What follows belongs to an exercise in optimizing a design on an open flow for small area; a production flow would make more cautious choices.
Where RTL was checked, it was by simulation tests only, not by an equivalence proof against the original.
Power figures rest on the tool's default switching activity, not on a simulated workload.

== before ==
Design esc_top, start of the top module:
module esc_top #(
  parameter int tick_div = 64,
  parameter int debounce = 3
) (
  input  logic                              clk,
  input  logic                              reset,
  input  logic [esc_pkg::axil_addr_w-1:0]   awaddr,
  input  logic                              awvalid,
  output logic                              awready,
  input  logic [esc_pkg::axil_data_w-1:0]   wdata,
  input  logic [esc_pkg::axil_data_w/8-1:0] wstrb,
  input  logic                              wvalid,
  output logic                              wready,
  output logic [1:0]                        bresp,
  output logic                              bvalid,
  input  logic                              bready,
  input  logic [esc_pkg::axil_addr_w-1:0]   araddr,
  input  logic                              arvalid,
  output logic                              arready,
  output logic [esc_pkg::axil_data_w-1:0]   rdata,
  output logic [1:0]                        rresp,
  output logic                              rvalid,
  input  logic                              rready,
  input  logic                              encoder_a,
  input  logic                              encoder_b,
  input  logic                              pwm_en,
  output logic                              motor_positive,
  output logic                              motor_negative
);
Size in the first run: about 290 flip-flops, ~110 I/O pins, roughly 0.018 mm^2 of cells after synthesis.
clock: 20.0 ns
lec_check: 0
abc_area: 1
cap_margin: 20
core_margin: 2
core_utilization: 40
slew_margin: 20
synth_hierarchical: 1
standard.sh (not shown) runs the stock make flow with config.mk's settings and CLKGATE_MAP_FILE= SYNTH_SCRIPT=/design/flow/synth_recipe.tcl, a recipe that flattens the netlist after the stock synthesis.
==> flow/flow/run.sh <==
#!/bin/bash
# Layout flow: the standard flow (standard.sh, unchanged synthesis),
# with two settings passed to ORFS's make:
#  - the input and output port buffers are sky130_fd_sc_hd__buf_1 (the
#    standard flow's buffer_ports picks a larger delay buffer);
#  - clock tree synthesis without dummy loads, with its own buffer list and
#    sink clustering (the standard flow's CTS_ARGS replaces ORFS's default arguments).
# Each tool's full output is in the ORFS logs under orfs/logs/, and make's
# output in flow_make.log in this folder.
set -euo pipefail
cd "$(dirname "$0")/.."
bash standard.sh \
  "BUFFER_PORTS_ARGS=-buffer_cell sky130_fd_sc_hd__buf_1" \
  "CTS_ARGS=-sink_clustering_enable -repair_clock_nets -dont_use_dummy_load -buf_list sky130_fd_sc_hd__clkbuf_8 -sink_clustering_size 15 -sink_clustering_max_diameter 60" \
  finish > flow_make.log 2>&1
#### Input delta (after over before)
diff --git a/flow/design.v b/flow/design.v
--- a/flow/design.v
+++ b/flow/design.v
@@ -1693,32 +1693,32 @@
   esc_fa u548 (.a(c521), .b(s522), .c(c547), .s(s548), .co(c548));
   esc_fa u549 (.a(c522), .b(c498), .c(c548), .s(s549), .co(c549));
   assign acc_l_next = {~s538, ~s537, ~s536, ~s535, ~s534, ~s533, ~s532, ~s531, ~s530, ~s529, ~s528, ~s527, ~s526, ~s525, ~w523};
   assign acc_u_next = {c549, ~s549, ~s548, ~s547, ~s546, ~s545, ~s544, ~s543, ~s542, ~s541, ~w539};
   assign acc_c_next = ~c538;
   assign w550 = ~w539 & ~s541 & ~s542 & ~s543 & ~s544 & ~s545 & ~s546 & ~s547 & ~s548 & ~s549;
   assign w551 = c549 ^ (~c538 & w550);
   assign w552 = ~c538 ? ~w550 : (~w539 | ~s541 | ~s542 | ~s543 | ~s544 | ~s545 | ~s546 | ~s547 | ~s548 | ~s549);
-  assign w553 = (acc_l[3] & ~pwm_q[0]) | (acc_l[3] & 1'b0) | (~pwm_q[0] & 1'b0);
-  assign w554 = (~w523 & ~pwm_q[1]) | (~w523 & w553) | (~pwm_q[1] & w553);
-  assign w555 = (~s525 & ~pwm_q[2]) | (~s525 & w554) | (~pwm_q[2] & w554);
-  assign w556 = (~s526 & ~pwm_q[3]) | (~s526 & w555) | (~pwm_q[3] & w555);
-  assign w557 = (~s527 & ~pwm_q[4]) | (~s527 & w556) | (~pwm_q[4] & w556);
-  assign w558 = (~s528 & ~pwm_q[5]) | (~s528 & w557) | (~pwm_q[5] & w557);
-  assign w559 = (~s529 & ~pwm_q[6]) | (~s529 & w558) | (~pwm_q[6] & w558);
-  assign w560 = (~s530 & ~pwm_q[7]) | (~s530 & w559) | (~pwm_q[7] & w559);
-  assign w561 = (~s531 & ~pwm_q[8]) | (~s531 & w560) | (~pwm_q[8] & w560);
-  assign w562 = (~s532 & ~pwm_q[9]) | (~s532 & w561) | (~pwm_q[9] & w561);
-  assign w563 = (~s533 & ~pwm_q[10]) | (~s533 & w562) | (~pwm_q[10] & w562);
-  assign w564 = (~s534 & ~pwm_q[11]) | (~s534 & w563) | (~pwm_q[11] & w563);
-  assign w565 = (~s535 & ~pwm_q[12]) | (~s535 & w564) | (~pwm_q[12] & w564);
-  assign w566 = (~s536 & ~pwm_q[13]) | (~s536 & w565) | (~pwm_q[13] & w565);
-  assign w567 = (~s537 & ~pwm_q[14]) | (~s537 & w566) | (~pwm_q[14] & w566);
-  assign w568 = (~s538 & ~pwm_q[15]) | (~s538 & w567) | (~pwm_q[15] & w567);
+  assign w553 = (acc_l[3] & ~pwm_q[0]) | (~(acc_l[3] ^ pwm_q[0]) & 1'b0);
+  assign w554 = (~w523 & ~pwm_q[1]) | (~(~w523 ^ pwm_q[1]) & w553);
+  assign w555 = (~s525 & ~pwm_q[2]) | (~(~s525 ^ pwm_q[2]) & w554);
+  assign w556 = (~s526 & ~pwm_q[3]) | (~(~s526 ^ pwm_q[3]) & w555);
+  assign w557 = (~s527 & ~pwm_q[4]) | (~(~s527 ^ pwm_q[4]) & w556);
+  assign w558 = (~s528 & ~pwm_q[5]) | (~(~s528 ^ pwm_q[5]) & w557);
+  assign w559 = (~s529 & ~pwm_q[6]) | (~(~s529 ^ pwm_q[6]) & w558);
+  assign w560 = (~s530 & ~pwm_q[7]) | (~(~s530 ^ pwm_q[7]) & w559);
+  assign w561 = (~s531 & ~pwm_q[8]) | (~(~s531 ^ pwm_q[8]) & w560);
+  assign w562 = (~s532 & ~pwm_q[9]) | (~(~s532 ^ pwm_q[9]) & w561);
+  assign w563 = (~s533 & ~pwm_q[10]) | (~(~s533 ^ pwm_q[10]) & w562);
+  assign w564 = (~s534 & ~pwm_q[11]) | (~(~s534 ^ pwm_q[11]) & w563);
+  assign w565 = (~s535 & ~pwm_q[12]) | (~(~s535 ^ pwm_q[12]) & w564);
+  assign w566 = (~s536 & ~pwm_q[13]) | (~(~s536 ^ pwm_q[13]) & w565);
+  assign w567 = (~s537 & ~pwm_q[14]) | (~(~s537 ^ pwm_q[14]) & w566);
+  assign w568 = (~s538 & ~pwm_q[15]) | (~(~s538 ^ pwm_q[15]) & w567);
   assign pid_lt1 = w551 | ~(w552 | acc_l[3] | ~w523 | ~s525 | ~s526 | ~s527 | ~s528 | ~s529 | ~s530 | ~s531 | ~s532 | ~s533 | ~s534 | ~s535 | ~s536 | ~s537 | ~s538);
   assign pid_gt = w552 | w568;
   assign pid_lo = {~s538, ~s537, ~s536, ~s535, ~s534, ~s533, ~s532, ~s531, ~s530, ~s529, ~s528, ~s527, ~s526, ~s525, ~w523, acc_l[3]};
   assign error = {~c17, s17, s16, s15, s14, s13, s12, s11, s10, s9, s8, s7, s6, s5, s4, s3, w1};
   assign integ_next = {w49, w48, w47, w46, w45, w44, w43, w42, w41, w40, w39, w38};
   always_comb begin
     if (pid_lt1) begin
       duty_next = pwm_q;
@@ -1768,18 +1768,18 @@
   always_comb begin
     logic c;
     c      = tick3;   
     cnt_ge = 1'b1;
     cnt_lt = 1'b0;
     for (int i = 0; i < 16; i++) begin
       pwm_inc[i] = pwm_cnt[i] ^ c;
       c          = c & pwm_cnt[i];
-      cnt_ge     = (pwm_cnt[i] & ~pwm_q[i]) | (pwm_cnt[i] & cnt_ge) | (~pwm_q[i] & cnt_ge);
-      cnt_lt     = (~pwm_cnt[i] & duty[i]) | (~pwm_cnt[i] & cnt_lt) | (duty[i] & cnt_lt);
+      cnt_ge     = (pwm_cnt[i] & ~pwm_q[i]) | (~(pwm_cnt[i] ^ pwm_q[i]) & cnt_ge);
+      cnt_lt     = (~pwm_cnt[i] & duty[i]) | (~(pwm_cnt[i] ^ duty[i]) & cnt_lt);
     end
   end
   always_comb begin
     pos_next = 1'b0;
     neg_next = 1'b0;
     if (drive_on) begin
       case (dir)
         2'd1: pos_next = pwm_bit;
[summary]
- after vs. before: final critical delay including setup and external delays went up by 170 ps.
- Compared to before, after has share of synthesized cell area in full adder, half adder and majority cells 2.5 points higher.
- Against before, total cell area at the placement stage in after rose slightly.
- Summary of after over before: proportion of power drawn by the clock network down 0.5 points, number of antenna violations at the first check in global routing held, global-route usage now smaller.
- In after the peak supply drop turned out 5.5% higher than in before.
- In after relative to before, area of the multi-input gates had gone up by a few percent.
- For synthesis-to-finish area growth, before and after come out practically identical.
- From before to after the numbers moved as follows: portion of total power attributed to combinational logic shows no meaningful change, vias after detailed routing went up by 45, gate count of the mapped netlist climbed about 1.6%, die area picked up an extra 820 um^2.
- Wire length reported by the detailed router grows slightly when moving from before to after.
Function not checked in before: the RTL went through the layout flow alone.

what the ideal ports hide:
In the flow no input, the clock included, has a driving cell. The finished layouts below were timed again as built, in two steps.
Step 1 (the two cells are an assumption about what drives the block):
set clk [get_ports {clk}]
set_driving_cell -lib_cell sky130_fd_sc_hd__clkbuf_16 $clk
set_driving_cell -lib_cell sky130_fd_sc_hd__buf_2 [delete_from_list [all_inputs] $clk]
Step 2 moves the port delays by t, midway between the first and last clock arrival at a register: inputs arrive t later, outputs are due t later. That takes back most of the time a late clock gives input paths.
Three values: no drivers, after step 1, after step 2; two values: the first two.
run | t, ns | setup WS [ns] | worst hold slack (ns) | slew at the worst register clock pin (ns)
before | 0.655 | 1.642 / 1.642 / 1.642 | 0.333 / 0.333 / 0.333 | 0.11 / 0.11
after | 0.639 | 1.470 / 1.470 / 1.470 | 0.334 / 0.334 / 0.334 | 0.10 / 0.10
After both steps setup and hold are still met in every run listed.
